From an optimization exercise on the open Yosys and OpenROAD flow, aimed at small area, a short achievable clock period and few clock cycles per item; shortcuts taken in it are not production practice.
Only simulation tests tie the RTL to the original design; equivalence was not proved.
Power figures rest on the tool's default switching activity, not on a simulated workload.

### design/flow/flow/run.sh
#!/bin/bash
# Standard ORFS layout (the standard.sh, standard synthesis unchanged) with
# two layout-only changes: ports buffered with buf_2 instead of the delay-cell
# buffer buffer_ports picks by default, and a larger setup repair margin.
set -o pipefail
bash standard.sh \
    "BUFFER_PORTS_ARGS=-buffer_cell sky130_fd_sc_hd__buf_2" \
    SETUP_SLACK_MARGIN=6.25 \
    finish > standard.log 2>&1
### design/flow/standard.sh
#!/bin/bash
# synth_recipe.tcl (not shown) runs the flow's synth.tcl, then flattens the netlist and writes it again
# the make line also repeats each setting of config.mk as NAME=value (left out here)
make -C /OpenROAD-flow-scripts/flow DESIGN_CONFIG=/design/flow/config.mk WORK_HOME=/design/flow/orfs CLKGATE_MAP_FILE= SYNTH_SCRIPT=/design/flow/synth_recipe.tcl "${@:-finish}"
### design/flow/config.mk
export PLATFORM = sky130hd
export DESIGN_NAME = alu_unit_top
export DESIGN_NICKNAME = alu_unit_top
export VERILOG_FILES = /design/flow/design.v
export SDC_FILE = /design/flow/constraint.sdc
export NUM_CORES = 4
export LEC_CHECK = 0
export ABC_AREA = 1
export CAP_MARGIN = 20
export CORE_MARGIN = 2
export CORE_UTILIZATION = 50
export SETUP_SLACK_MARGIN = 5
export SLEW_MARGIN = 20
### design/flow/constraint.sdc
create_clock -name core_clock -period 11.5 [get_ports {clk}]
set_input_delay 2.3000 -clock core_clock [delete_from_list [all_inputs] [get_ports {clk}]]
set_output_delay 2.3000 -clock core_clock [all_outputs]
set_load 0.01 [all_outputs]
### design/flow/design.v
package alu_isa_pkg;
    localparam int word_width = 32;
    localparam int div_steps = 32;
    localparam int div_cnt_width = $clog2(div_steps);
    typedef logic [word_width-1:0] word_t;
    typedef enum logic [4:0] {
        OP_ADDU,
        OP_SUBU,
        OP_AND,
        OP_OR,
        OP_XOR,
        OP_NOR,
        OP_SLT,
        OP_SLTU,
        OP_SLL,
        OP_SRL,
        OP_SRA,
        OP_MULT,
        OP_MULTU,
        OP_DIV,
        OP_DIVU,
        OP_MFHI,
        OP_MFLO,
        OP_MTHI,
        OP_MTLO
    } alu_op_e;
endpackage
package alu_link_pkg;
    typedef struct packed {
        logic [4:0]                           op;
        logic [31:0] src_a;
        logic [31:0] src_b;
    } alu_cmd_t;
    typedef struct packed {
        logic                                 done;
        logic [31:0] result;
    } alu_resp_t;
    typedef struct packed {
        logic [31:0] dividend;
        logic [31:0] divisor;
        logic                                 is_signed;
    } div_req_t;
endpackage
module alu_unit_top #(
    parameter int ND = 2     
) (
    input  logic        clk,
    input  logic        rst,
    input  logic        req_i,
    input  logic [68:0] cmd_i,
    output logic        ack_o,
    output logic [31:0] result_o
);
    logic [4:0]  op;
    logic [31:0] a, b;
    assign op = cmd_i[68:64];
    assign a  = cmd_i[63:32];
    assign b  = cmd_i[31:0];
    logic        ack_q, busy_q, div_q, fix_q, sel_q;
    logic [3:0]  cnt_q;
    logic [31:0] hi_q, lo_q, res_q;
    logic        hx_q;       
    logic        bp_q;       
    logic        negq_q, negr_q;
    logic        ms_q;       
    logic        sh_q;       
    logic start;
    assign start = req_i && !ack_q && !busy_q;
    logic is_mul, is_div, mul_s, div_s;
    assign is_mul = (op == 5'd11) || (op == 5'd12);
    assign is_div = (op == 5'd13) || (op == 5'd14);
    assign mul_s  = (op == 5'd11);
    assign div_s  = (op == 5'd13);
    logic [32:0] addsub;
    logic        sub;
    assign sub    = op[0] | op[1];    
    assign addsub = {1'b0, a} + {1'b0, b ^ {32{sub}}} + {32'b0, sub};
    logic lt_s, lt_u;
    assign lt_u = !addsub[32];
    assign lt_s = (a[31] ^ b[31]) ? a[31] : addsub[31];
    logic        shl;
    logic [31:0] sh_in, sh_out, sh_rev;
    logic [63:0] sh_ext;
    assign shl = (op == 5'd8);
    always_comb begin
        for (int i = 0; i < 32; i++) sh_in[i] = shl ? a[31-i] : a[i];
    end
    assign sh_ext = {{32{(op == 5'd10) && a[31]}}, sh_in} >> b[4:0];
    assign sh_out = sh_ext[31:0];
    always_comb begin
        for (int i = 0; i < 32; i++) sh_rev[i] = sh_out[31-i];
    end
    logic s_add, s_and, s_or, s_xor, s_nor, s_slt, s_sltu, s_sll, s_srx, s_mfhi;
    assign s_add  = (op == 5'd0) || (op == 5'd1);
    assign s_and  = (op == 5'd2);
    assign s_or   = (op == 5'd3);
    assign s_xor  = (op == 5'd4);
    assign s_nor  = (op == 5'd5);
    assign s_slt  = (op == 5'd6);
    assign s_sltu = (op == 5'd7);
    assign s_sll  = (op == 5'd8);
    assign s_srx  = (op == 5'd9) || (op == 5'd10);
    assign s_mfhi = (op == 5'd15);
    logic [31:0] alu_res;
    assign alu_res = ({32{s_add}}  & addsub[31:0])
                   | ({32{s_and}}  & (a & b))
                   | ({32{s_or}}   & (a | b))
                   | ({32{s_xor}}  & (a ^ b))
                   | ({32{s_nor}}  & ~(a | b))
                   | ({32{s_sll}}  & sh_rev)
                   | ({32{s_srx}}  & sh_out)
                   | ({32{s_mfhi}} & hi_q)
                   | {31'b0, (s_slt & lt_s) | (s_sltu & lt_u)};
    logic [32:0] m_hsrc;
    logic [31:0] m_lsrc;
    logic        m_pb, m_last;
    logic [32:0] m_a;
    assign m_hsrc = {hx_q, hi_q};
    assign m_lsrc = lo_q;
    assign m_pb   = bp_q;
    assign m_last = (cnt_q == (sh_q ? 4'(8 / ND - 1) : 4'(16 / ND - 1)));
    assign m_a    = {ms_q && res_q[31], res_q};
    function automatic logic [35:0] booth_row(input logic [2:0] bits, input logic [32:0] x);
        logic one, two, neg;
        logic [33:0] mag;
        one = bits[0] ^ bits[1];
        two = (bits[2] & ~bits[1] & ~bits[0]) | (~bits[2] & bits[1] & bits[0]);
        neg = bits[2];
        mag = ({34{one}} & {x[32], x}) | ({34{two}} & {x, 1'b0});
        booth_row = {{2{neg ^ mag[33]}}, mag ^ {34{neg}}};
    endfunction
    localparam int SW = 34 + 2 * ND;
    logic [SW-1:0] m_sum;
    logic          m_corr;
    logic [SW-1:0] m_ops [0:ND+1];
    always_comb begin
        logic [35:0] row;
        logic [2:0]  bits;
        logic [SW-1:0] fix;
        m_corr = m_last && !ms_q && m_lsrc[2*ND-1];
        fix    = {SW{m_corr}} & (SW'(res_q) << (2 * ND));
        for (int i = 0; i < ND; i++) begin
            bits     = (i == 0) ? {m_lsrc[1:0], m_pb} : m_lsrc[2*i+1 -: 3];
            row      = booth_row(bits, m_a);
            m_ops[i] = SW'({{(SW-36){row[35]}}, row}) << (2 * i);
        end
        for (int i = 0; i < ND; i++) begin
            bits = (i == 0) ? {m_lsrc[1:0], m_pb} : m_lsrc[2*i+1 -: 3];
            if (i + 1 < ND) m_ops[i+1][2*i] = bits[2];
            else            fix[2*i] = bits[2];
        end
        m_ops[ND]   = {{(SW-33){m_hsrc[32]}}, m_hsrc};
        m_ops[ND+1] = fix;
    end
    function automatic logic [2*SW-1:0] csa(input logic [SW-1:0] x, input logic [SW-1:0] y,
                                            input logic [SW-1:0] z);
        logic [SW-1:0] cy;
        cy  = (x & y) | (x & z) | (y & z);
        csa = {cy[SW-2:0], 1'b0, x ^ y ^ z};
    endfunction
    logic [SW-1:0] m_s, m_c;
    generate
        if (ND == 2) begin : g_tree2
            logic [SW-1:0] s1, c1;
            assign {c1, s1}   = csa(m_ops[0], m_ops[1], m_ops[2]);
            assign {m_c, m_s} = csa(s1, c1, m_ops[3]);
        end else begin : g_tree4
            logic [SW-1:0] s1, c1, s2, c2, s3, c3;
            assign {c1, s1}   = csa(m_ops[0], m_ops[1], m_ops[2]);
            assign {c2, s2}   = csa(m_ops[3], m_ops[4], m_ops[5]);
            assign {c3, s3}   = csa(s1, c1, s2);
            assign {m_c, m_s} = csa(s3, c3, c2);
        end
    endgenerate
    assign m_sum = m_s + m_c;
    logic [31:0] d_r1, d_q1, d_r2, d_q2;
    logic [32:0] d_sh0, d_df0, d_sh1, d_df1;
    assign d_sh0 = {hi_q, lo_q[31]};
    assign d_df0 = d_sh0 - {1'b0, res_q};
    assign d_r1  = d_df0[32] ? d_sh0[31:0] : d_df0[31:0];
    assign d_q1  = {lo_q[30:0], !d_df0[32]};
    assign d_sh1 = {d_r1, d_q1[31]};
    assign d_df1 = d_sh1 - {1'b0, res_q};
    assign d_r2  = d_df1[32] ? d_sh1[31:0] : d_df1[31:0];
    assign d_q2  = {d_q1[30:0], !d_df1[32]};
    logic        negA, negB, n1s, n2s;
    logic [31:0] n1x, n2x, n1y, n2y;
    assign negA = div_s && a[31];
    assign negB = div_s && b[31];
    assign n1x  = busy_q ? lo_q : a;
    assign n2x  = busy_q ? hi_q : b;
    assign n1s  = busy_q ? negq_q : negA;
    assign n2s  = busy_q ? negr_q : negB;
    function automatic logic [31:0] or_below(input logic [31:0] x);
        logic [31:0] p, t;
        p = x;
        for (int l = 0; l < 5; l++) begin
            t = p;
            for (int i = 0; i < 32; i++)
                if ((i >> l) & 1) p[i] = t[i] | t[((i >> l) << l) - 1];
        end
        or_below = {p[30:0], 1'b0};
    endfunction
    assign n1y  = n1x ^ ({32{n1s}} & or_below(n1x));
    assign n2y  = n2x ^ ({32{n2s}} & or_below(n2x));
    logic [31:0] d_hi0, d_lo0;
    logic [3:0]  d_cnt0;
    logic        b_nz, za8, za16, za24, gb8, gb16, gb24, sk1, sk2, sk3;
    assign b_nz = (b != 32'b0);
    assign za8  = negA ? (&a[31:8])  && (a[7:0]  != 8'b0)  : (a[31:8]  == 24'b0);
    assign za16 = negA ? (&a[31:16]) && (a[15:0] != 16'b0) : (a[31:16] == 16'b0);
    assign za24 = negA ? (&a[31:24]) && (a[23:0] != 24'b0) : (a[31:24] == 8'b0);
    assign gb8  = negB ? !(&b[31:8])  : (b[31:8]  != 24'b0);
    assign gb16 = negB ? !(&b[31:16]) : (b[31:16] != 16'b0);
    assign gb24 = negB ? !(&b[31:24]) : (b[31:24] != 8'b0);
    assign sk1 = za24 || gb8;
    assign sk2 = za16 || gb16 || (za24 && gb8);
    assign sk3 = za8 || gb24 || (za16 && gb8) || (za24 && gb16);
    always_comb begin
        if (sk3) begin
            d_hi0 = {8'b0, n1y[31:8]};  d_lo0 = {n1y[7:0], {24{!b_nz}}};  d_cnt0 = 4'd12;
        end else if (sk2) begin
            d_hi0 = {16'b0, n1y[31:16]}; d_lo0 = {n1y[15:0], {16{!b_nz}}}; d_cnt0 = 4'd8;
        end else if (sk1) begin
            d_hi0 = {24'b0, n1y[31:24]}; d_lo0 = {n1y[23:0], {8{!b_nz}}};  d_cnt0 = 4'd4;
        end else begin
            d_hi0 = 32'b0;              d_lo0 = n1y;                     d_cnt0 = 4'd0;
        end
    end
    logic m_sa;
    assign m_sa  = mul_s ? (&a[31:15] || a[31:15] == 17'b0) : (a[31:16] == 16'b0);
    logic idle;
    assign idle = !ack_q && !busy_q;
    always_ff @(posedge clk) begin
        if (idle) begin
            res_q  <= (is_mul || is_div) ? n2y : alu_res;
            sel_q  <= is_mul || is_div || (op == 5'd16) || (op == 5'd17) || (op == 5'd18);
            ms_q   <= mul_s;
            sh_q   <= m_sa;
            hx_q   <= 1'b0;
            bp_q   <= 1'b0;
            negq_q <= (negA ^ negB) && b_nz;
            negr_q <= negA;
        end else if (busy_q && !div_q) begin
            {hx_q, bp_q} <= {m_sum[2*ND+32], m_lsrc[2*ND-1]};
        end
    end
    always_ff @(posedge clk) begin
        if (rst) begin
            ack_q  <= 1'b0;
            busy_q <= 1'b0;
            div_q  <= 1'b0;
            fix_q  <= 1'b0;
            cnt_q  <= '0;
            hi_q   <= '0;
            lo_q   <= '0;
        end else begin
            if (!req_i) ack_q <= 1'b0;
            if (start) begin
                cnt_q <= '0;
                fix_q <= 1'b0;
                if (is_mul) begin
                    busy_q <= 1'b1;
                    div_q  <= 1'b0;
                    hi_q   <= '0;
                    lo_q   <= n1y;
                end else if (is_div) begin
                    busy_q <= 1'b1;
                    div_q  <= 1'b1;
                    hi_q   <= d_hi0;
                    lo_q   <= d_lo0;
                    cnt_q  <= d_cnt0;
                end else begin
                    ack_q <= 1'b1;
                    if (op == 5'd17) hi_q <= a;
                    if (op == 5'd18) lo_q <= a;
                end
            end else if (busy_q) begin
                if (!div_q) begin
                    hi_q   <= m_sum[2*ND+31:2*ND];
                    lo_q   <= {m_sum[2*ND-1:0], m_lsrc[31:2*ND]};
                    cnt_q  <= cnt_q + 4'd1;
                    if (m_last) begin
                        busy_q <= 1'b0;
                        ack_q  <= 1'b1;
                        if (sh_q) begin
                            hi_q <= {{16{m_sum[2*ND+32]}}, m_sum[2*ND+31:2*ND+16]};
                            lo_q <= {m_sum[2*ND+15:0], m_lsrc[31:2*ND+16]};
                        end
                    end
                end else if (!fix_q) begin
                    hi_q  <= d_r2;
                    lo_q  <= d_q2;
                    cnt_q <= cnt_q + 4'd1;
                    if (cnt_q == 4'd15) begin
                        if (negq_q || negr_q) begin
                            fix_q <= 1'b1;
                        end else begin
                            busy_q <= 1'b0;
                            ack_q  <= 1'b1;
                        end
                    end
                end else begin
                    hi_q   <= n2y;
                    lo_q   <= n1y;
                    busy_q <= 1'b0;
                    ack_q  <= 1'b1;
                end
            end
        end
    end
    assign ack_o    = ack_q;
    assign result_o = sel_q ? lo_q : res_q;
endmodule
==> results of run 1 <==
## critical path, delay by kind of cell, from the launching register on
kind	cells	cell delay, ns
AND/OR/NAND/NOR	18	2.61
AO/OA/AOI/OAI	5	1.17
adder cells (fa/ha/maj)	2	0.66
flip-flops	1	0.37
buffers and inverters	1	0.35
## logic make-up (layout without fill, tap and decap cells)
family / after synthesis / count (layout) / share of synthesized area (%)
xor gates and xnor gates: 197 / 197 / 6.31
and+or+nand+nor: 2359 / 2369 / 35.4
muxes: 7 / 7 / 0.247
AOI/OAI and AO/OA: 1177 / 1180 / 23.4
adders and majority gates: 268 / 268 / 13.7
buffers and inverters: 841 / 838 / 11.8
DFF: 111 / 111 / 9.15
other: 0 / 9 / 0
## area by class of cell
cell class / count / area [um^2] / share of cell area, %
Antenna cell: 9 / 22.5 / 0.0731
Clock buffer: 12 / 258 / 0.836
Clock inverter: 4 / 26.3 / 0.0852
Inverter: 618 / 2470 / 8.01
Multi-Input combinational cell: 4021 / 23000 / 74.7
Sequential cell: 111 / 2610 / 8.47
Tap cell: 756 / 946 / 3.07
Timing Repair Buffer: 203 / 1460 / 4.72
Timing Repair inverter: 1 / 7.51 / 0.0244
## metrics by stage
| step | cell area, um^2 | util, % | total power [mW] | hold WS [ns] |
|---|---|---|---|---|
| floorplan | 28300 | - | 3.20 | 0.456 |
| finish | 30800 | 54.9 | 5.45 | 0.485 |
| global route | 30800 | 54.8 | 5.69 | 0.501 |
| detailed placement | 29100 | 51.9 | 4.52 | 0.472 |
| global placement | 29100 | 51.9 | 4.55 | 0.473 |
| CTS | 30000 | 53.4 | 5.01 | 0.484 |
## what timing repair did
item                                    4_1_cts  5_1_grt
cloned                                       10        5
gates resized for setup                      82      107
pin swaps                                     9       15
setup buffers                                20       40
endpoints found under the setup margin       97       75
## power groups by stage
| stage | combinational [mW] | sequential [mW] | clock, mW |
|---|---|---|---|
| 2_1_floorplan | 2.69 | 0.509 | 0 |
| 3_3_place_gp | 3.99 | 0.562 | 0 |
| 3_5_place_dp | 3.96 | 0.563 | 0 |
| 4_1_cts | 4.12 | 0.559 | 0.334 |
| 5_1_grt | 4.77 | 0.572 | 0.346 |
| 6_report | 4.54 | 0.578 | 0.339 |
## cells in the final DEF (no fill, tap or decap), drive strengths merged, types with 41 or more instances in the layout
| cell type | instances |
|---|---|
| a21oi | 394 |
| buf | 201 |
| dfxtp | 74 |
| fa | 71 |
| ha | 197 |
| inv | 592 |
| nand2 | 1479 |
| nand3 | 309 |
| nand3b | 50 |
| nand4 | 58 |
| nor2 | 375 |
| nor3 | 44 |
| o211ai | 41 |
| o21ai | 522 |
| o22ai | 73 |
| xor2 | 164 |
## final timing paths
path,from,endpoint,slack [ns]
worst max-delay path,res_q[3]$_DFFE_PP_,hi_q[30]$_SDFFE_PP0P_,6.24
worst min-delay path,cnt_q[1]$_SDFFE_PP0P_,cnt_q[1]$_SDFFE_PP0P_,0.48
worst max register to register,res_q[3]$_DFFE_PP_,hi_q[30]$_SDFFE_PP0P_,6.24
worst min register to register,cnt_q[1]$_SDFFE_PP0P_,cnt_q[1]$_SDFFE_PP0P_,0.48
## flip-flops by register name (all words and copies together) (netlist names), 4 cells and up
register and count:
hi_q 32, lo_q 32, res_q 32, cnt_q 4
## per-layer routing
metal / share of wire (%) / wire length [um] / track usage [%] / vias up
li1: - / - / - / 16400
met1: 36 / 57300 / 65.9 / 16900
met2: 39 / 61600 / 72.8 / 3169
met3: 15 / 23600 / 14.9 / 726
met4: 9.6 / 15100 / 37.6 / 6
met5: 0.022 / 34 / 0 / -
==> impl_metrics.csv, run 1 <==
group,metric,value,unit
status,status,"complete, no violations",
setup_path,reg2reg_depth,26,
cells_and_area,fillers,6052,
power,p_int,1.98,mW
synth,synth_top_area_share,19.2,%
placement,dp_cells,5635,
die,die_w,242,um
sta,worst_slack,6.24,ns
synth,ys_top_cells_by_area,"nand2_1 19%, ha_1 8.7%, inv_1 7.7%",
synth,yosysSeqAreaShare,9.15,%
global_route,grt_pass1_wl,223,mm
die,start_util,50.5,%
die,core,0.0562,mm^2
synth,syn-cell-area,0.0283,mm^2
clocking,cts_buffers,9,
drt,via_per_inst,6.49,
power,seqPwrFrac,10.6,%
clocking,clockBufferDepth,2,
power,vdd_drop_max,0.140,mV
sta,fmax,190,MHz
sta,skew,0.0295,ns
synth,mappedNetlistNets,5300,
setup_path,critical_path_arrival,5.55,ns
synth,synth_top_flop_cell,"dfxtp_1",
sta,drv_slew,0,
placement,gp_congestion,1.21,
setup_path,critPathMostFrequentCell,"nand2_1",
die,die_h,242,um
synth,async_flop_share,0,%
synth,synth_most_common_cell,"nand2_1",
sta,fin_crit_sh,45.8,%
clocking,clock_tree.root_cell,"clkbuf_16",
synth,syn_area_per_cell,5.72,um^2
setup_path,start_kind,"flip-flop",
setup_path,required,11.79,ns
cells_and_area,drive_gt1_share,9.68,%
synth,ys_types,66,
global_route,grt_overflow,0,
sta,period_minus_slack,5.26,ns
drt,drc,0,
die,io_pins,105,
drt,route.vias.total,37200,
synth,synth_edf_count,37,
clocking,clk_pin_slew,0.08,ns
power,p_clk_share,6.2,%
setup_path,max_stage_delay,0.61,ns
cells_and_area,nNetsFinal,5305,
setup_path,end_kind,"flip-flop",
placement,dpl.hpwl,121,mm
synth,yosysTopAreaCell,"nand2_1",
drt,drtIter0Drc,6208,
power,p_comb_share,83.2,%
drt,dr.pass1.iters,9,
drt,wire_per_inst,27.5,um
drt,ant_nets,0,
power,p_switching,3.48,mW
global_route,grt_usage,51.3,%
placement,dpl_worst_slack,4.88,ns
sta,max_slew_margin,26.3,%
clocking,cts_sinks,111,
worst_hold_path,whs_path_depth,2,
sta,rsz0062_at_grt,"yes",
die,dieArea,0.0586,mm^2
sta,finalSetupTns,0,ns
clocking,h-tree-depth,3,
synth,ys_warn_count,2,
cells_and_area,finalNonFillerCells,5735,
placement,port_buffers,104,
flow_run,maxCapViolCount,0,
synth,ys_ff_latch,111,
synth,synthTopCellsByCount,"1447 x nand2_1, 580 x inv_1, 427 x o21ai_0",
drt,wirelength,158,mm
power,switching_share,63.8,%
global_route,first_global_vias,32800,
power,cellPowerDensity,177,mW/mm^2
clocking,tritoncts,"built",
die,row_count,87,
clocking,cts_hold_buf,0,
setup_path,cpMaxStageDelayCell,"o21ai_0",
worst_hold_path,hp-class,"reg2reg",
synth,synthCells,4960,
sta,worstMarginPinSlew,1.10,ns
cells_and_area,area_growth,8.73,%
power,leakage,14.4,nW
sta,setup_viol,0,
clocking,clk_latency,0.41,ns
sta,hold_viol_final,0,
setup_path,crit_fanout,11,
setup_path,crit_type,"reg2reg",
global_route,grt_max_degree,73,
global_route,grt_antenna_before_repair,8,
Testbench counts, summed over its fixed seeds: cycles 8,189, items 2,400.
==> run 2, diff against run 1 <==
--- a/design/flow/flow/run.sh
+++ b/design/flow/flow/run.sh
@@ -6,4 +6,4 @@
 bash standard.sh \
     "BUFFER_PORTS_ARGS=-buffer_cell sky130_fd_sc_hd__buf_2" \
-    SETUP_SLACK_MARGIN=6.25 \
+    SETUP_SLACK_MARGIN=6 \
     finish > standard.log 2>&1
==> impl_metrics.csv, run 2 <==
group,metric,value,unit
clocking,clock_tree.root_cell,"clkbuf_16",
cells_and_area,final_util,54.0,%
setup_path,start_kind,"input port",
power,vdd_drop_max,0.132,mV
die,die_w,242,um
setup_path,crit_type,"in2reg",
sta,finalSetupTns,0,ns
die,dieArea,0.0586,mm^2
drt,route.vias.total,36800,
power,leakage,14.2,nW
synth,synth_most_common_cell,"nand2_1",
clocking,cts_buffers,9,
die,row_count,87,
clocking,clockBufferDepth,2,
synth,synthTopCellsByCount,"1447 x nand2_1, 580 x inv_1, 427 x o21ai_0",
sta,fin_crit_sh,47.7,%
placement,port_buffers,104,
cells_and_area,nNetsFinal,5284,
global_route,grt_overflow,0,
clocking,cts_sinks,111,
cells_and_area,drive_gt1_share,8.63,%
setup_path,timing.rr.end,"hi_q[30]$_SDFFE_PP0P_",
synth,ys_warn_count,2,
drt,via_per_inst,6.44,
power,power.total,5.32,mW
synth,yosysTopAreaCell,"nand2_1",
placement,gp_congestion,1.21,
sta,fmax,182,MHz
sta,worstMarginPinSlew,1.09,ns
clocking,clk_pin_slew,0.08,ns
sta,period_minus_slack,5.49,ns
synth,mappedNetlistNets,5300,
cells_and_area,final_common_cell,"nand2_1",
die,io_pins,105,
worst_hold_path,min_delay_worst_endpoint,"lo_q[14]$_SDFFE_PP0P_",
setup_path,end_kind,"flip-flop",
sta,timing.hold.ws,0.484,ns
sta,hold_viol_final,0,
flow_run,maxCapViolCount,0,
synth,syn_area_per_cell,5.72,um^2
global_route,grt_usage,50.9,%
sta,worst_slack,6.01,ns
synth,ys_top_cells_by_area,"nand2_1 19%, ha_1 8.7%, inv_1 7.7%",
drt,drtIter0Drc,6289,
synth,async_flop_share,0,%
clocking,cts_hold_buf,0,
global_route,grt_antenna_before_repair,5,
worst_hold_path,min_from,"lo_q[14]$_SDFFE_PP0P_",
setup_path,reg2reg_depth,25,
worst_hold_path,hp-class,"reg2reg",
setup_path,r2r_start,"res_q[30]$_DFFE_PP_",
global_route,grt_max_degree,73,
synth,synth_top_area_share,19.2,%
synth,synthCells,4960,
worst_hold_path,whs_path_depth,2,
synth,yosysSeqAreaShare,9.15,%
clocking,clk_latency,0.42,ns
setup_path,crit_fanout,33,
setup_path,critical_path_arrival,5.65,ns
global_route,first_global_vias,32600,
sta,skew,0.0262,ns
cells_and_area,largestRegisters,"hi_q (32), lo_q (32), res_q (32)",
die,start_util,50.5,%
clocking,tritoncts,"built",
drt,dr.pass1.iters,10,
sta,setup_viol,0,
drt,ant_nets,0,
synth,synth_edf_count,37,
synth,synth_top_flop_cell,"dfxtp_1",
setup_path,reg2reg_slack,6.01,ns
synth,ys_types,66,
drt,wirelength,156,mm
global_route,grt_pass1_wl,222,mm
die,die_h,242,um
status,status,"complete, no violations",
placement,dpl_worst_slack,4.88,ns
die,core,0.0562,mm^2
cells_and_area,mostFrequentLayoutCells,"1439 x nand2_1, 558 x inv_1, 408 x o21ai_0, 384 x a21oi_1, 341 x nor2_1",
drt,wire_per_inst,27.3,um
drt,drc,0,
synth,ys_ff_latch,111,
power,cellPowerDensity,176,mW/mm^2
sta,drv_slew,0,
clocking,h-tree-depth,3,
cells_and_area,area_growth,6.94,%
synth,syn-cell-area,0.0283,mm^2
sta,rsz0062_at_grt,"yes",
sta,max_slew_margin,27.4,%
setup_path,required,11.66,ns
placement,dpl.hpwl,121,mm
-- run 2: cell counts after synthesis --
No cell type changed its count.
-- run 2: timing repair --
action,CTS,global route
pin swaps,6,8
cloned,6,5
endpoints found under the setup margin,95,85
buffers inserted,9,34
gates resized for setup,40,82
-- run 2: worst max-delay path, stage by stage --
cell	delay [ns]
buf_4	0.29
inv_1	0.07
buf_4	0.26
xor2_1	0.21
ha_1	0.40
a21oi_1	0.17
nand2_1	0.14
a21oi_1	0.35
o21ai_2	0.16
o21ai_1	0.42
nand2_1	0.10
a221oi_1	0.38
nand4_1	0.23
nand2_1	0.10
inv_1	0.04
-- run 2: metal layers --
metal  global-route usage, %  up-vias  wire length, um
met5                       0        -               42
met4                    36.5        6            15200
met3                    14.6      748            23200
met2                    72.3     3010            60600
met1                    65.6    16600            56800
li1                        -    16400                -
-- run 2: layout make-up --
type / instances / area (um^2)
well taps: 756 / 946
multi-input cells: 4018 / 22800
flip-flops and latches: 111 / 2610
repair inverters: 1 / 7.51
clock inverters: 4 / 26.3
repair buffers: 185 / 1250
fillers: 6116 / 25900
diodes: 1 / 2.50
clock buffers: 12 / 258
inverters: 618 / 2440
-- run 2: worst max path at each step --
| stage | from | endpoint | slack (ns) | cells past startpoint |
|---|---|---|---|---|
| global placement | cmd_i[65] | hi_q[11]$_SDFFE_PP0P_ | 4.95 | 13 |
| finish | cmd_i[3] | res_q[8]$_DFFE_PP_ | 6.01 | 15 |
| detailed placement | cmd_i[65] | hi_q[11]$_SDFFE_PP0P_ | 4.88 | 13 |
| global route | res_q[1]$_DFFE_PP_ | hi_q[11]$_SDFFE_PP0P_ | 5.95 | 29 |
| CTS | cmd_i[0] | res_q[26]$_DFFE_PP_ | 6.02 | 16 |
| floorplan | cmd_i[65] | res_q[26]$_DFFE_PP_ | 6.41 | 14 |
-- run 2: cell families (layout without fill, tap and decap cells) --
kind of cell	count (synthesis)	count (layout)	share of synthesized area [%]
AOI/OAI and AO/OA	1177	1181	23.4
xor gates and xnor gates	197	197	6.31
adders and majority gates	268	268	13.7
buffers and inverters	841	820	11.8
DFF	111	111	9.15
muxes	7	7	0.247
other	0	1	0
and+or+nand+nor	2359	2365	35.4
-- run 2: per-stage QoR --
stage               area (um^2)  instances
global route              30300       5706
global placement          29100       5635
floorplan                 28300       4960
detailed placement        29100       5635
CTS                       29700       5666
finish                    30300       5706
-- run 2: report_power, final --
part           internal, mW  switching, mW  leakage (nW)
Sequential            0.470          0.105          1.01
Clock                 0.161          0.180         0.143
Combinational          1.29           3.12          13.1
==> run 3, diff against run 2 <==
--- a/design/flow/flow/run.sh
+++ b/design/flow/flow/run.sh
@@ -6,4 +6,4 @@
 bash standard.sh \
     "BUFFER_PORTS_ARGS=-buffer_cell sky130_fd_sc_hd__buf_2" \
-    SETUP_SLACK_MARGIN=6 \
+    SETUP_SLACK_MARGIN=6.25 \
     finish > standard.log 2>&1
--- a/design/flow/config.mk
+++ b/design/flow/config.mk
@@ -9,5 +9,5 @@
 export CAP_MARGIN = 20
 export CORE_MARGIN = 2
-export CORE_UTILIZATION = 50
+export CORE_UTILIZATION = 45
 export SETUP_SLACK_MARGIN = 5
 export SLEW_MARGIN = 20
==> impl_metrics.csv, run 3 <==
group,metric,value,unit
drt,wire_per_inst,28.5,um
clocking,cts_hold_buf,0,
sta,fin_crit_sh,45.4,%
clocking,tritoncts,"built",
placement,dpl.hpwl,129,mm
power,vdd_drop_max,0.102,mV
global_route,grt_antenna_before_repair,12,
setup_path,max_stage_delay,0.45,ns
clocking,clk_pin_slew,0.09,ns
cells_and_area,mostFrequentLayoutCells,"1430 x nand2_1, 553 x inv_1, 395 x o21ai_0, 371 x a21oi_1, 332 x nor2_1",
status,status,"complete, no violations",
global_route,grt_overflow,0,
synth,synthTopCellsByCount,"1447 x nand2_1, 580 x inv_1, 427 x o21ai_0",
power,leakage,14.6,nW
sta,period_minus_slack,5.22,ns
setup_path,worstPathCellList,"buf_2 -> nand3_1 -> nor2_1 -> nand2_1 -> o21ai_4 -> buf_4 -> nand2_1 -> xor2_1 -> inv_1 -> o21ai_0 -> inv_1 -> a21oi_1 -> a21oi_1",
setup_path,start_kind,"input port",
worst_hold_path,hp-class,"reg2reg",
drt,ant_nets,0,
sta,finalSetupTns,0,ns
synth,ys_types,66,
drt,via_per_inst,6.33,
setup_path,crit_fanout,36,
die,row_count,92,
drt,drc,0,
cells_and_area,final_util,50.2,%
drt,dr.pass1.iters,9,
setup_path,critical_path_arrival,5.51,ns
synth,async_flop_share,0,%
clocking,clk_latency,0.42,ns
clocking,h-tree-depth,3,
die,die_w,255,um
synth,ys_ff_latch,111,
sta,skew,0.0235,ns
global_route,first_global_vias,32600,
flow_run,maxCapViolCount,0,
synth,yosysTopAreaCell,"nand2_1",
setup_path,required,11.79,ns
die,start_util,45.3,%
global_route,grt_usage,49.2,%
synth,synth_top_flop_cell,"dfxtp_1",
cells_and_area,largestRegisters,"hi_q (32), lo_q (32), res_q (32)",
die,die_h,255,um
placement,port_buffers,104,
sta,worstMarginPinSlew,1.23,ns
sta,rsz0062_at_grt,"yes",
sta,hold_viol_final,0,
power,power.total,5.68,mW
sta,max_slew_margin,17.6,%
sta,timing.hold.ws,0.493,ns
drt,drtIter0Drc,5903,
placement,gp_congestion,1.13,
cells_and_area,nNetsFinal,5344,
synth,synthCells,4960,
clocking,clock_tree.root_cell,"clkbuf_16",
power,cellPowerDensity,181,mW/mm^2
clocking,cts_buffers,9,
setup_path,cpMaxStageDelayCell,"xor2_1",
synth,synth_most_common_cell,"nand2_1",
die,core,0.0626,mm^2
synth,syn-cell-area,0.0283,mm^2
synth,yosysSeqAreaShare,9.15,%
die,io_pins,105,
setup_path,end_kind,"flip-flop",
drt,route.vias.total,37100,
cells_and_area,drive_gt1_share,11.2,%
drt,wirelength,167,mm
synth,ys_warn_count,2,
sta,setup_viol,0,
global_route,grt_max_degree,76,
setup_path,crit_type,"in2reg",
sta,fmax,192,MHz
die,dieArea,0.0650,mm^2
cells_and_area,final_common_cell,"nand2_1",
sta,drv_slew,0,
synth,synth_top_area_share,19.2,%
clocking,cts_sinks,111,
synth,ys_top_cells_by_area,"nand2_1 19%, ha_1 8.7%, inv_1 7.7%",
synth,syn_area_per_cell,5.72,um^2
synth,synth_edf_count,37,
clocking,clockBufferDepth,2,
cells_and_area,area_growth,10.9,%
global_route,grt_pass1_wl,230,mm
synth,mappedNetlistNets,5300,
## run 3: changes by cell type in the layout (fill, tap and decap cells not counted), moves of 5 or more
| cell | change |
|---|---|
| a21oi_1 | -13 |
| nor2_2 | +8 |
| o21ai_2 | +6 |
| buf_4 | +46 |
| ha_1 | -7 |
| ha_2 | +6 |
| a31oi_1 | -5 |
| nand2_2 | +7 |
| inv_1 | -5 |
| nand2_1 | -9 |
| o21ai_0 | -13 |
| a21oi_2 | +12 |
| nor2_1 | -9 |
| buf_12 | +8 |
## run 3: cells by family after synthesis
| kind of cell | synth area share (%) |
|---|---|
| simple gates | 35.4 |
| compound gates | 23.4 |
| buf+inv | 11.8 |
| fa+ha+maj | 13.7 |
| xor+xnor | 6.31 |
| flops | 9.15 |
| mux | 0.247 |
## run 3: routing by layer
metal  part of all wire (%)  global-route usage, %  vias to the layer above
li1                       -                      -                    16500
met1                     38                   63.4                    17100
met2                     39                   70.0                     2852
met3                     14                   13.4                      686
met4                    9.4                   35.9                       12
met5                  0.080                  0.677                        -
## run 3: path summary, 6_finish.rpt
check / startpoint / to / slack, ns / depth (start not counted)
worst max register to register: hi_q[30]$_SDFFE_PP0P_ / hi_q[12]$_SDFFE_PP0P_ / 6.31 / 25
worst min register to register: cnt_q[1]$_SDFFE_PP0P_ / cnt_q[1]$_SDFFE_PP0P_ / 0.49 / 2
worst max-delay path: cmd_i[67] / hi_q[0]$_SDFFE_PP0P_ / 6.28 / 13
worst min-delay path: cnt_q[1]$_SDFFE_PP0P_ / cnt_q[1]$_SDFFE_PP0P_ / 0.49 / 2
## run 3: power breakdown
group / leakage (nW) / internal (mW) / total (mW) / switching, mW
combinational: 13.5 / 1.45 / 4.76 / 3.31
sequential: 1.01 / 0.470 / 0.574 / 0.104
clock: 0.138 / 0.151 / 0.346 / 0.195
total: 14.6 / 2.07 / 5.68 / 3.61
## run 3: worst max-delay path: cells and delay by family
kind | cells | cell delay [ns]
and+or+nand+nor | 4 | 0.77
AOI/OAI and AO/OA | 4 | 0.98
buffers and inverters | 4 | 0.99
xor gates and xnor gates | 1 | 0.45
## run 3: area by class of cell
type                            instances  area, um^2
Antenna cell                            5        12.5
Clock buffer                            9         225
Clock inverter                          7        56.3
Fill cell                            7012       31200
Inverter                              618        2460
Multi-Input combinational cell       4022       23200
Sequential cell                       111        2620
Tap cell                              846        1060
Timing Repair Buffer                  241        1810
Timing Repair inverter                  1        7.51
## run 3: through the flow
| stage | setup WS [ns] | area, um^2 | std cells |
|---|---|---|---|
| 2_1_floorplan | 6.41 | 28300 | 4960 |
| 3_3_place_gp | 4.81 | 29300 | 5732 |
| 3_5_place_dp | 4.81 | 29300 | 5732 |
| 4_1_cts | 6.18 | 30200 | 5779 |
| 5_1_grt | 6.18 | 31400 | 5855 |
| 6_report | 6.28 | 31400 | 5860 |
## run 3: timing repair
| item | CTS | global route |
|---|---|---|
| buffers inserted | 21 | 69 |
| endpoints found under the setup margin | 98 | 93 |
| pin swaps | 13 | 25 |
| gates cloned | 10 | 7 |
| resized for setup | 86 | 158 |
==> run 4, diff against run 3 <==
--- a/design/flow/design.v
+++ b/design/flow/design.v
@@ -65,4 +65,5 @@
     logic        ms_q;       
     logic        sh_q;       
+    logic        s8_q;       
     logic start;
     assign start = req_i && !ack_q && !busy_q;
@@ -119,5 +120,5 @@
     assign m_lsrc = lo_q;
     assign m_pb   = bp_q;
-    assign m_last = (cnt_q == (sh_q ? 4'(8 / ND - 1) : 4'(16 / ND - 1)));
+    assign m_last = (cnt_q == (s8_q ? 4'(4 / ND - 1) : sh_q ? 4'(8 / ND - 1) : 4'(16 / ND - 1)));
     assign m_a    = {ms_q && res_q[31], res_q};
     function automatic logic [35:0] booth_row(input logic [2:0] bits, input logic [32:0] x);
@@ -228,6 +229,7 @@
         end
     end
-    logic m_sa;
+    logic m_sa, m_s8;
     assign m_sa  = mul_s ? (&a[31:15] || a[31:15] == 17'b0) : (a[31:16] == 16'b0);
+    assign m_s8  = mul_s ? (&a[31:7]  || a[31:7]  == 25'b0) : (a[31:8]  == 24'b0);
     logic idle;
     assign idle = !ack_q && !busy_q;
@@ -238,4 +240,5 @@
             ms_q   <= mul_s;
             sh_q   <= m_sa;
+            s8_q   <= m_s8;
             hx_q   <= 1'b0;
             bp_q   <= 1'b0;
@@ -284,5 +287,8 @@
                         busy_q <= 1'b0;
                         ack_q  <= 1'b1;
-                        if (sh_q) begin
+                        if (s8_q) begin
+                            hi_q <= {{24{m_sum[2*ND+32]}}, m_sum[2*ND+31:2*ND+24]};
+                            lo_q <= {m_sum[2*ND+23:0], m_lsrc[31:2*ND+24]};
+                        end else if (sh_q) begin
                             hi_q <= {{16{m_sum[2*ND+32]}}, m_sum[2*ND+31:2*ND+16]};
                             lo_q <= {m_sum[2*ND+15:0], m_lsrc[31:2*ND+16]};
--- a/design/flow/config.mk
+++ b/design/flow/config.mk
@@ -9,5 +9,5 @@
 export CAP_MARGIN = 20
 export CORE_MARGIN = 2
-export CORE_UTILIZATION = 45
+export CORE_UTILIZATION = 50
 export SETUP_SLACK_MARGIN = 5
 export SLEW_MARGIN = 20
==> impl_metrics.csv, run 4 <==
group,metric,value,unit
synth,ys_top_cells_by_area,"nand2_1 18%, ha_1 8.6%, o21ai_0 8.1%",
cells_and_area,final_common_cell,"nand2_1",
die,core,0.0564,mm^2
status,status,"complete, no violations",
clocking,clockBufferDepth,2,
drt,route.vias.total,38700,
global_route,grt_overflow,0,
sta,skew,0.0192,ns
drt,drc,0,
setup_path,required,11.78,ns
sta,fin_crit_sh,46.6,%
setup_path,start_kind,"input port",
synth,yosysSeqAreaShare,9.18,%
drt,drtIter0Drc,7286,
sta,max_slew_margin,24.3,%
cells_and_area,nNetsFinal,5393,
synth,synth_most_common_cell,"nand2_1",
setup_path,crit_type,"in2reg",
global_route,first_global_vias,34000,
setup_path,end_kind,"flip-flop",
synth,synth_edf_count,38,
cells_and_area,mostFrequentLayoutCells,"1378 x nand2_1, 545 x inv_1, 429 x o21ai_0, 386 x a21oi_1, 337 x nor2_1",
power,power.total,7.06,mW
synth,synth-simple-area-share,34.1,%
setup_path,reg2reg_depth,27,
die,row_count,87,
sta,worst_slack,6.14,ns
drt,ant_nets,0,
synth,yosysTopAreaCell,"nand2_1",
sta,fmax,186,MHz
worst_hold_path,hp-class,"reg2reg",
flow_run,maxCapViolCount,0,
synth,ys_types,69,
clocking,clk_pin_slew,0.09,ns
clocking,h-tree-depth,3,
cells_and_area,largestRegisters,"hi_q (32), lo_q (32), res_q (32)",
global_route,grt_usage,52.8,%
drt,wire_per_inst,28.5,um
power,p_comb_share,86.2,%
power,vdd_drop_max,0.162,mV
die,die_w,243,um
setup_path,r2r_start,"lo_q[3]$_SDFFE_PP0P_",
sta,drv_slew,0,
synth,synth_xor_area_share,6.01,%
power,p_int,2.47,mW
sta,period_minus_slack,5.36,ns
global_route,grt_max_degree,88,
setup_path,crit_fanout,18,
placement,gp_congestion,1.14,
synth,syn_area_per_cell,5.70,um^2
die,die_h,243,um
power,seqPwrFrac,8.6,%
sta,setup_viol,0,
clocking,clk_latency,0.42,ns
global_route,grt_pass1_wl,231,mm
placement,dpl.hpwl,125,mm
setup_path,timing.rr.end,"lo_q[28]$_SDFFE_PP0P_",
drt,dr.pass1.iters,13,
synth,mappedNetlistNets,5347,
sta,hold_viol_final,0,
synth,synth_fa_ha_area_share,13.6,%
sta,finalSetupTns,0,ns
drt,wirelength,166,mm
sta,timing.hold.ws,0.544,ns
synth,synth_top_flop_cell,"dfxtp_1",
synth,synth_top_area_share,18.5,%
clocking,cts_hold_buf,0,
setup_path,reg2reg_slack,6.30,ns
synth,synthCells,5007,
sta,worstMarginPinSlew,1.12,ns
cells_and_area,area_growth,12.2,%
setup_path,critical_path_arrival,5.65,ns
power,p_switching,4.59,mW
clocking,clock_tree.root_cell,"clkbuf_16",
clocking,tritoncts,"built",
synth,synthTopCellsByCount,"1406 x nand2_1, 580 x inv_1, 464 x o21ai_0",
cells_and_area,finalNonFillerCells,5828,
worst_hold_path,min_delay_worst_endpoint,"lo_q[15]$_SDFFE_PP0P_",
placement,port_buffers,104,
drt,via_per_inst,6.64,
synth,ys_ff_latch,112,
synth,syn-cell-area,0.0286,mm^2
die,io_pins,105,
die,start_util,50.7,%
power,cellPowerDensity,220,mW/mm^2
placement,dpl_worst_slack,4.83,ns
power,leakage,14.7,nW
synth,synth_compound_area_share,25.3,%
synth,async_flop_share,0,%
sta,rsz0062_at_grt,"yes",
global_route,grt_antenna_before_repair,21,
power,p_clk_share,5.1,%
power,switching_share,65.0,%
worst_hold_path,whs_path_depth,2,
cells_and_area,drive_gt1_share,11.7,%
clocking,cts_sinks,112,
worst_hold_path,min_from,"lo_q[15]$_SDFFE_PP0P_",
synth,synthMuxAreaShare,0.245,%
synth,ys_warn_count,2,
die,dieArea,0.0590,mm^2
clocking,cts_buffers,9,
placement,dp_cells,5690,
synth,synth_top_family_by_area,"simple AND/OR/NAND/NOR gates",
[run 4: stage by stage]
step	utilization, %	area, um^2
final	56.8	32000
after global routing	56.8	32000
after CTS	53.6	30200
after detailed placement	52.2	29400
after global placement	52.2	29400
after floorplan	-	28600
[run 4: cell families after synthesis]
logic type / count (synthesis)
compound gates: 1274
xor+xnor: 189
fa+ha+maj: 268
buf+inv: 834
flops: 112
mux: 7
simple gates: 2323
[run 4: metal layers]
layer,vias to the layer above,routed length (um),global-route usage (%)
li1,16800,-,-
met1,17500,58300,65.3
met2,3417,63600,74.2
met3,986,27100,19.8
met4,28,16700,39.1
met5,-,246,0
[run 4: worst max path at each step]
stage / startpoint / depth (start not counted) / slack, ns / endpoint
2_1_floorplan: cmd_i[2] / 17 / 6.25 / res_q[20]$_DFFE_PP_
3_3_place_gp: cmd_i[65] / 16 / 4.80 / lo_q[9]$_SDFFE_PP0P_
3_5_place_dp: cmd_i[65] / 16 / 4.83 / lo_q[10]$_SDFFE_PP0P_
4_1_cts: cmd_i[32] / 14 / 6.20 / hi_q[7]$_SDFFE_PP0P_
5_1_grt: res_q[29]$_DFFE_PP_ / 29 / 6.06 / hi_q[13]$_SDFFE_PP0P_
6_report: cmd_i[31] / 14 / 6.14 / hi_q[6]$_SDFFE_PP0P_
[run 4: cell type report]
class / count / area [um^2]
well taps: 756 / 946
fillers: 6001 / 24400
repair inverters: 2 / 15.0
multi-input cells: 4071 / 23800
diodes: 14 / 35.0
repair buffers: 244 / 1810
inverters: 613 / 2460
clock buffers: 9 / 225
flip-flops and latches: 112 / 2640
clock inverters: 7 / 72.6
[run 4: power by group through the flow]
| stage | logic [mW] | clock network, mW | registers [mW] |
|---|---|---|---|
| 2_1_floorplan | 3.29 | 0 | 0.530 |
| 3_3_place_gp | 5.04 | 0 | 0.590 |
| 5_1_grt | 6.35 | 0.366 | 0.604 |
| 6_report | 6.09 | 0.364 | 0.611 |
| 4_1_cts | 5.19 | 0.356 | 0.582 |
| 3_5_place_dp | 4.99 | 0 | 0.589 |
[run 4: what timing repair did]
| item | CTS | global route |
|---|---|---|
| setup buffers | 11 | 81 |
| gates cloned | 4 | 12 |
| endpoints found under the hold margin | 0 | 0 |
| pin swaps | 12 | 43 |
| gates resized for setup | 114 | 244 |
| setup endpoints to repair | 97 | 92 |
[run 4: critical path, stage by stage]
cell	delay, ns
buf_2	0.18
inv_1	0.28
nand4_1	0.13
nor2_1	0.26
and2_1	0.28
nand2_1	0.14
o21ai_0	0.12
nand3_1	0.20
nand2_1	0.29
nand3_4	0.34
nor2_4	0.32
nand3_1	0.10
a31oi_1	0.53
a21oi_1	0.15
Testbench counts of run 4, summed over its fixed seeds: cycles 8,033, items 2,400.

-- re-timing with driven ports --
Ports are ideal in the flow. The routed layouts listed here were re-timed in OpenROAD. Step 1 sets driving cells, clkbuf_16 on the clock port and buf_2 on the other inputs (assumed; they add their load-dependent delay and slew). Step 2 also shifts input and output timing later by t, the mid clock arrival at the registers, as if the neighbouring blocks saw the same clock. a / b / c = ideal ports / drivers / drivers and shift; a / b = the first two.
| run | shift t [ns] | setup slack, ns | hold WS [ns] | worst setup path at the end | pins driven straight from the clock port |
|---|---|---|---|---|---|
| run 1 | 0.459 | 6.239 / 6.239 / 5.852 | 0.485 / 0.485 / 0.485 | input to register | 1 |
| run 2 | 0.463 | 6.011 / 6.011 / 5.576 | 0.484 / 0.484 / 0.484 | input to register | 1 |
| run 3 | 0.467 | 6.279 / 6.309 / 5.853 | 0.493 / 0.493 / 0.493 | input to register | 1 |
| run 4 | 0.478 | 6.137 / 6.179 / 5.701 | 0.544 / 0.544 / 0.544 | input to register | 1 |
After both steps every run listed still meets setup and hold. For run 4, which loses most, drivers alone change the setup slack by +0.042 ns; drivers and shift together by -0.436 ns.
